What follows belongs to an exercise in optimizing a design on an open flow for small area, a short achievable clock period and few clock cycles per item; a production flow would make more cautious choices. At most, simulation tests tie the RTL to the original design; equivalence was not proved. Power is estimated from default activity; no workload was simulated.

## run A
## lc4_pipeline
module lc4_pipeline #(
   parameter logic [15:0] RESET_PC = 16'h8200
) (
   input  wire         gwe,
   input  wire         i_rst_n,
   output logic [15:0] o_cur_pc,
   input  wire  [15:0] i_cur_insn,
   output logic [15:0] o_dmem_addr,
   output logic        o_dmem_we,
   output logic [15:0] o_dmem_towrite,
   input  wire  [15:0] i_cur_dmem_data,
   output logic [1:0]  o_trace_stall,
   output logic [15:0] o_trace_pc,
   output logic [15:0] o_trace_insn,
   output logic        o_trace_regfile_we,
   output logic [2:0]  o_trace_wsel,
   output logic [15:0] o_trace_wdata,
   output logic        o_trace_nzp_we,
   output logic [2:0]  o_trace_nzp_bits,
   output logic        o_trace_dmem_we,
   output logic [15:0] o_trace_dmem_addr,
   output logic [15:0] o_trace_dmem_data
);
   logic [15:0] pc_q;                     
   logic        go_q;                     
   logic        clr_q;                    
   logic        xv_q;                     
   logic [15:0] x_insn_q;
   logic [15:0] x_a_q, x_b_q;             
   logic        x_mul_q;                  
   logic        dep_q;                    
   logic        brs_res_q, brs_ld_q;      
   logic        brt_res_q, brt_ld_q;      
   logic        mv_q;                     
   logic        m_we_q, m_ld_q, m_st_q, m_mul_q;
   logic [15:0] m_insn_q, m_res_q, m_sd_q;
   logic        cv_q;                     
   logic        seen_q;                   
   logic [15:0] c_insn_q, c_val_q, c_addr_q;
   logic [15:0] tpc_q;                    
   logic [2:0]  f_rt;
   logic [3:0]  f_op;
  ...
Size in the first run: roughly 2300 cells after synthesis, about 320 flip-flops, ~170 I/O pins, ~20000 sq um of cells after synthesis.
==> module lc4_pipeline, before the edit <==
module lc4_pipeline #(
   parameter logic [15:0] RESET_PC = 16'h8200
) (
   input  wire         gwe,
   input  wire         i_rst_n,
   output logic [15:0] o_cur_pc,
   input  wire  [15:0] i_cur_insn,
   output logic [15:0] o_dmem_addr,
   output logic        o_dmem_we,
   output logic [15:0] o_dmem_towrite,
   input  wire  [15:0] i_cur_dmem_data,
   output logic [1:0]  o_trace_stall,
   output logic [15:0] o_trace_pc,
   output logic [15:0] o_trace_insn,
   output logic        o_trace_regfile_we,
   output logic [2:0]  o_trace_wsel,
   output logic [15:0] o_trace_wdata,
   output logic        o_trace_nzp_we,
   output logic [2:0]  o_trace_nzp_bits,
   output logic        o_trace_dmem_we,
   output logic [15:0] o_trace_dmem_addr,
   output logic [15:0] o_trace_dmem_data
);
   logic [15:0] pc_q;                     
   logic        go_q;                     
   logic        clr_q;                    
   logic        xv_q;                     
   logic [15:0] x_insn_q;
   logic [15:0] x_a_q, x_b_q;             
   logic        x_mul_q;                  
   logic        dep_q;                    
   logic        brs_res_q, brs_ld_q;      
   logic        brt_res_q, brt_ld_q;      
   logic        mv_q;                     
   logic        m_we_q, m_ld_q, m_st_q, m_mul_q;
   logic [15:0] m_insn_q, m_res_q, m_sd_q;
   logic        cv_q;                     
   logic        seen_q;                   
   logic [15:0] c_insn_q, c_val_q, c_addr_q;
   logic [15:0] tpc_q;                    
   logic [2:0]  f_rt;
   logic [3:0]  f_op;
   logic [15:0] f_a, f_b, m_wdata;
   logic        x_go, go_d, x_we, x_ld, f_mul, f_rs_used, f_rt_used, f_rs_hit, f_rt_hit, f_dep;
   lc4_decoder u_predecode (.i_insn(i_cur_insn), .o_rt(f_rt));
   lc4_regfile u_regfile (
      .gwe(gwe), .i_clr(clr_q),
      .i_rs(i_cur_insn[8:6]), .i_rt(f_rt),
      .i_rd(m_insn_q[11:9]), .i_wdata(m_wdata), .i_rd_we(m_we_q),
      .o_rs_data(f_a), .o_rt_data(f_b)
   );
   assign x_go = go_q;
   assign x_we = xv_q && x_go && lc4_pkg::writes_rd(x_insn_q);
   assign x_ld = lc4_pkg::is_load(x_insn_q);
   assign f_op      = i_cur_insn[15:12];
   assign f_mul     = lc4_pkg::is_mul(i_cur_insn);
   assign f_rs_used = (f_op == 4'b0001 || f_op == 4'b0101 || f_op[3:1] == 3'b011);
   assign f_rt_used = (f_op == 4'b0111 || f_op == 4'b1101 ||
                       ((f_op == 4'b0001 || f_op == 4'b0101) && !i_cur_insn[5]));
   assign f_rs_hit  = x_we && i_cur_insn[8:6] == x_insn_q[11:9];
   assign f_rt_hit  = x_we && f_rt == x_insn_q[11:9];
   assign f_dep     = (x_mul_q || f_mul) && ((f_rs_used && f_rs_hit) || (f_rt_used && f_rt_hit));
   assign go_d      = !f_dep;
   assign o_cur_pc = pc_q;
   logic [15:0] a_x, b_x, alu_x, mul_s, mul_c;
   lc4_hazard u_byp_rs (
      .i_reg_data(x_a_q), .i_sel_res(brs_res_q), .i_sel_ld(brs_ld_q),
      .i_m_res(m_res_q), .i_dmem_data(i_cur_dmem_data), .o_data(a_x)
   );
   lc4_hazard u_byp_rt (
      .i_reg_data(x_b_q), .i_sel_res(brt_res_q), .i_sel_ld(brt_ld_q),
      .i_m_res(m_res_q), .i_dmem_data(i_cur_dmem_data), .o_data(b_x)
   );
   lc4_alu u_alu (.i_insn(x_insn_q), .i_a(a_x), .i_b(b_x), .o_result(alu_x));
   lc4_mul_csa u_mul (.i_x(x_a_q), .i_y(x_b_q), .o_s(mul_s), .o_c(mul_c));
   assign m_wdata = m_ld_q ? i_cur_dmem_data : m_mul_q ? m_res_q + m_sd_q : m_res_q;
   assign o_dmem_addr    = m_res_q;
   assign o_dmem_we      = m_st_q;
   assign o_dmem_towrite = m_sd_q;
   always_ff @(posedge gwe or negedge i_rst_n) begin
      if (!i_rst_n) begin
         pc_q      <= RESET_PC;
         go_q      <= 1'b1;
         clr_q     <= 1'b1;
         xv_q      <= 1'b0;
         dep_q     <= 1'b0;
         brs_res_q <= 1'b0;
         brs_ld_q  <= 1'b0;
         brt_res_q <= 1'b0;
         brt_ld_q  <= 1'b0;
         mv_q      <= 1'b0;
         m_we_q    <= 1'b0;
         m_st_q    <= 1'b0;
         cv_q      <= 1'b0;
         seen_q    <= 1'b0;
      end else begin
         pc_q      <= pc_q + {15'd0, go_d};
         go_q      <= go_d;
         clr_q     <= 1'b0;
         xv_q      <= 1'b1;
         dep_q     <= f_dep;
         brs_res_q <= f_rs_hit && !x_ld;
         brs_ld_q  <= f_rs_hit && x_ld;
         brt_res_q <= f_rt_hit && !x_ld;
         brt_ld_q  <= f_rt_hit && x_ld;
         mv_q      <= xv_q && x_go;
         m_we_q    <= x_we;
         m_st_q    <= xv_q && x_go && lc4_pkg::is_store(x_insn_q);
         cv_q      <= mv_q;
         seen_q    <= seen_q || cv_q;
      end
   end
   always_ff @(posedge gwe) begin
      x_insn_q <= i_cur_insn;
      x_a_q    <= f_a;
      x_b_q    <= f_b;
      x_mul_q  <= f_mul;
      m_insn_q <= x_insn_q;
      m_ld_q   <= x_ld;
      m_mul_q  <= x_mul_q;
      m_res_q  <= x_mul_q ? mul_s : alu_x;
      m_sd_q   <= x_mul_q ? mul_c : b_x;
      c_insn_q <= m_insn_q;
      c_addr_q <= m_res_q;
      c_val_q  <= m_st_q ? m_sd_q : m_wdata;
      tpc_q    <= pc_q - 16'd1 - {15'd0, go_q};
   end
   logic c_we, c_mem;
   assign c_we  = lc4_pkg::writes_rd(c_insn_q);
   assign c_mem = lc4_pkg::is_load(c_insn_q) || lc4_pkg::is_store(c_insn_q);
   assign o_trace_stall      = {!cv_q, !cv_q && seen_q};
   assign o_trace_pc         = tpc_q;
   assign o_trace_insn       = c_insn_q;
   assign o_trace_regfile_we = c_we;
   assign o_trace_wsel       = c_insn_q[11:9];
   assign o_trace_wdata      = c_val_q;
   assign o_trace_nzp_we     = c_we;
   assign o_trace_nzp_bits   = c_val_q[15] ? 3'b100 : (c_val_q == 16'd0) ? 3'b010 : 3'b001;
   assign o_trace_dmem_we    = lc4_pkg::is_store(c_insn_q);
   assign o_trace_dmem_addr  = c_mem ? c_addr_q : 16'd0;
   assign o_trace_dmem_data  = c_mem ? c_val_q : 16'd0;
endmodule
export LEC_CHECK = 0
export ABC_CLOCK_PERIOD_IN_PS = 3500
export CAP_MARGIN = 20
export CORE_MARGIN = 2
export CORE_UTILIZATION = 50
export SETUP_SLACK_MARGIN = 3.5
export SLEW_MARGIN = 20
create_clock -name core_clock -period 7.0 [get_ports {gwe}]
standard.sh (not shown) runs the stock make flow with config.mk's settings and CLKGATE_MAP_FILE= SYNTH_SCRIPT=/design/flow/synth_recipe.tcl, a recipe that flattens the netlist after the stock synthesis.
==> flow/flow/run.sh <==
#!/bin/bash
# Standard layout, with each port buffered by the smallest buffer cell
set -euo pipefail
export BUFFER_PORTS_ARGS="-buffer_cell sky130_fd_sc_hd__buf_1"
bash standard.sh > standard.log 2>&1
Run A has completed all stages; timing, DRC and antenna checks passed.
Testbench counts of run A, summed over its fixed seeds: cycles 16,466, items 16,000.
diff inputs: run A => run B
--- a/flow/design.v
+++ b/flow/design.v
@@ -201,6 +201,7 @@
    logic        x_mul_q;                  
    logic        dep_q;                    
-   logic        brs_res_q, brs_ld_q;      
-   logic        brt_res_q, brt_ld_q;      
+   logic        brs_res_q;                
+   logic        brt_res_q;                
+   logic        brt_ld_q;                 
    logic        mv_q;                     
    logic        m_we_q, m_ld_q, m_st_q, m_mul_q;
@@ -213,5 +214,6 @@
    logic [3:0]  f_op;
    logic [15:0] f_a, f_b, m_wdata;
-   logic        x_go, go_d, x_we, x_ld, f_mul, f_rs_used, f_rt_used, f_rs_hit, f_rt_hit, f_dep;
+   logic        x_go, go_d, x_we, x_ld, f_mul, f_st, f_rs_used, f_rt_used, f_rs_hit, f_rt_hit;
+   logic        f_dep;
    lc4_decoder u_predecode (.i_insn(i_cur_insn), .o_rt(f_rt));
    lc4_regfile u_regfile (
@@ -226,4 +228,5 @@
    assign f_op      = i_cur_insn[15:12];
    assign f_mul     = lc4_pkg::is_mul(i_cur_insn);
+   assign f_st      = lc4_pkg::is_store(i_cur_insn);
    assign f_rs_used = (f_op == 4'b0001 || f_op == 4'b0101 || f_op[3:1] == 3'b011);
    assign f_rt_used = (f_op == 4'b0111 || f_op == 4'b1101 ||
@@ -231,16 +234,15 @@
    assign f_rs_hit  = x_we && i_cur_insn[8:6] == x_insn_q[11:9];
    assign f_rt_hit  = x_we && f_rt == x_insn_q[11:9];
-   assign f_dep     = (x_mul_q || f_mul) && ((f_rs_used && f_rs_hit) || (f_rt_used && f_rt_hit));
+   assign f_dep     = (f_rs_used && f_rs_hit && (x_mul_q || f_mul || x_ld)) ||
+                      (f_rt_used && f_rt_hit && (x_mul_q || f_mul || (x_ld && !f_st)));
    assign go_d      = !f_dep;
    assign o_cur_pc = pc_q;
-   logic [15:0] a_x, b_x, alu_x, mul_s, mul_c;
-   lc4_hazard u_byp_rs (
-      .i_reg_data(x_a_q), .i_sel_res(brs_res_q), .i_sel_ld(brs_ld_q),
-      .i_m_res(m_res_q), .i_dmem_data(i_cur_dmem_data), .o_data(a_x)
-   );
+   logic [15:0] a_x, b_x, sd_x, alu_x, mul_s, mul_c;
+   assign a_x = brs_res_q ? m_res_q : x_a_q;
    lc4_hazard u_byp_rt (
-      .i_reg_data(x_b_q), .i_sel_res(brt_res_q), .i_sel_ld(brt_ld_q),
+      .i_reg_data(x_b_q), .i_sel_res(brt_res_q), .i_sel_ld(1'b0),
       .i_m_res(m_res_q), .i_dmem_data(i_cur_dmem_data), .o_data(b_x)
    );
+   assign sd_x = brt_ld_q ? i_cur_dmem_data : b_x;
    lc4_alu u_alu (.i_insn(x_insn_q), .i_a(a_x), .i_b(b_x), .o_result(alu_x));
    lc4_mul_csa u_mul (.i_x(x_a_q), .i_y(x_b_q), .o_s(mul_s), .o_c(mul_c));
@@ -257,5 +259,4 @@
          dep_q     <= 1'b0;
          brs_res_q <= 1'b0;
-         brs_ld_q  <= 1'b0;
          brt_res_q <= 1'b0;
          brt_ld_q  <= 1'b0;
@@ -272,5 +273,4 @@
          dep_q     <= f_dep;
          brs_res_q <= f_rs_hit && !x_ld;
-         brs_ld_q  <= f_rs_hit && x_ld;
          brt_res_q <= f_rt_hit && !x_ld;
          brt_ld_q  <= f_rt_hit && x_ld;
@@ -291,5 +291,5 @@
       m_mul_q  <= x_mul_q;
       m_res_q  <= x_mul_q ? mul_s : alu_x;
-      m_sd_q   <= x_mul_q ? mul_c : b_x;
+      m_sd_q   <= x_mul_q ? mul_c : sd_x;
       c_insn_q <= m_insn_q;
       c_addr_q <= m_res_q;
Results
Between run B and run A, it is run B whose part of the power in registers is lower, by 1.3 points.
Run B against run A; via count of the first global-routing pass is up by a few percent.
Startpoint of the worst setup timing path = x_a_q[5]: run B; startpoint of the worst setup timing path = i_cur_dmem_data[0]: run A
Total power: run B above run A
Going from run A to run B, clock-cell share of area lower; die area increased about 0.38%.
Diff run B..run A | height of the die | negligible
| cell count after placement | run A vs run B | ≈ equal |
Function not checked in run B: the RTL went through the layout flow alone.

[re-timing with driven ports]
Ports are ideal in the flow. The routed layouts listed here were re-timed in OpenROAD.
Step 1 sets driving cells, clkbuf_16 on the clock port and buf_2 on the other inputs (assumed; they add their load-dependent delay and slew).
Step 2 adds t to the input delays and takes it off the output delays; t is the mean of the earliest and latest rising clock arrival at the registers after step 1. Input paths then give back, and output paths get back, about the clock's delay inside the block.
Slacks: ideal ports / drivers / drivers and shift; pairs: ideal ports / drivers.
| run | t, ns | setup slack, ns | worst register clock-pin slew, ns | worst data-port slew with drivers (ns) |
|---|---|---|---|---|
| run A | 0.609 | 3.240 / 3.249 / 2.639 | 0.07 / 0.07 | 0.09 |
| run B | 0.611 | 3.055 / 3.055 / 2.708 | 0.07 / 0.07 | 0.05 |
After both steps every run listed still meets setup and hold. The setup slack of run A, which loses most, moves by +0.009 ns with the drivers and by -0.601 ns with both steps.
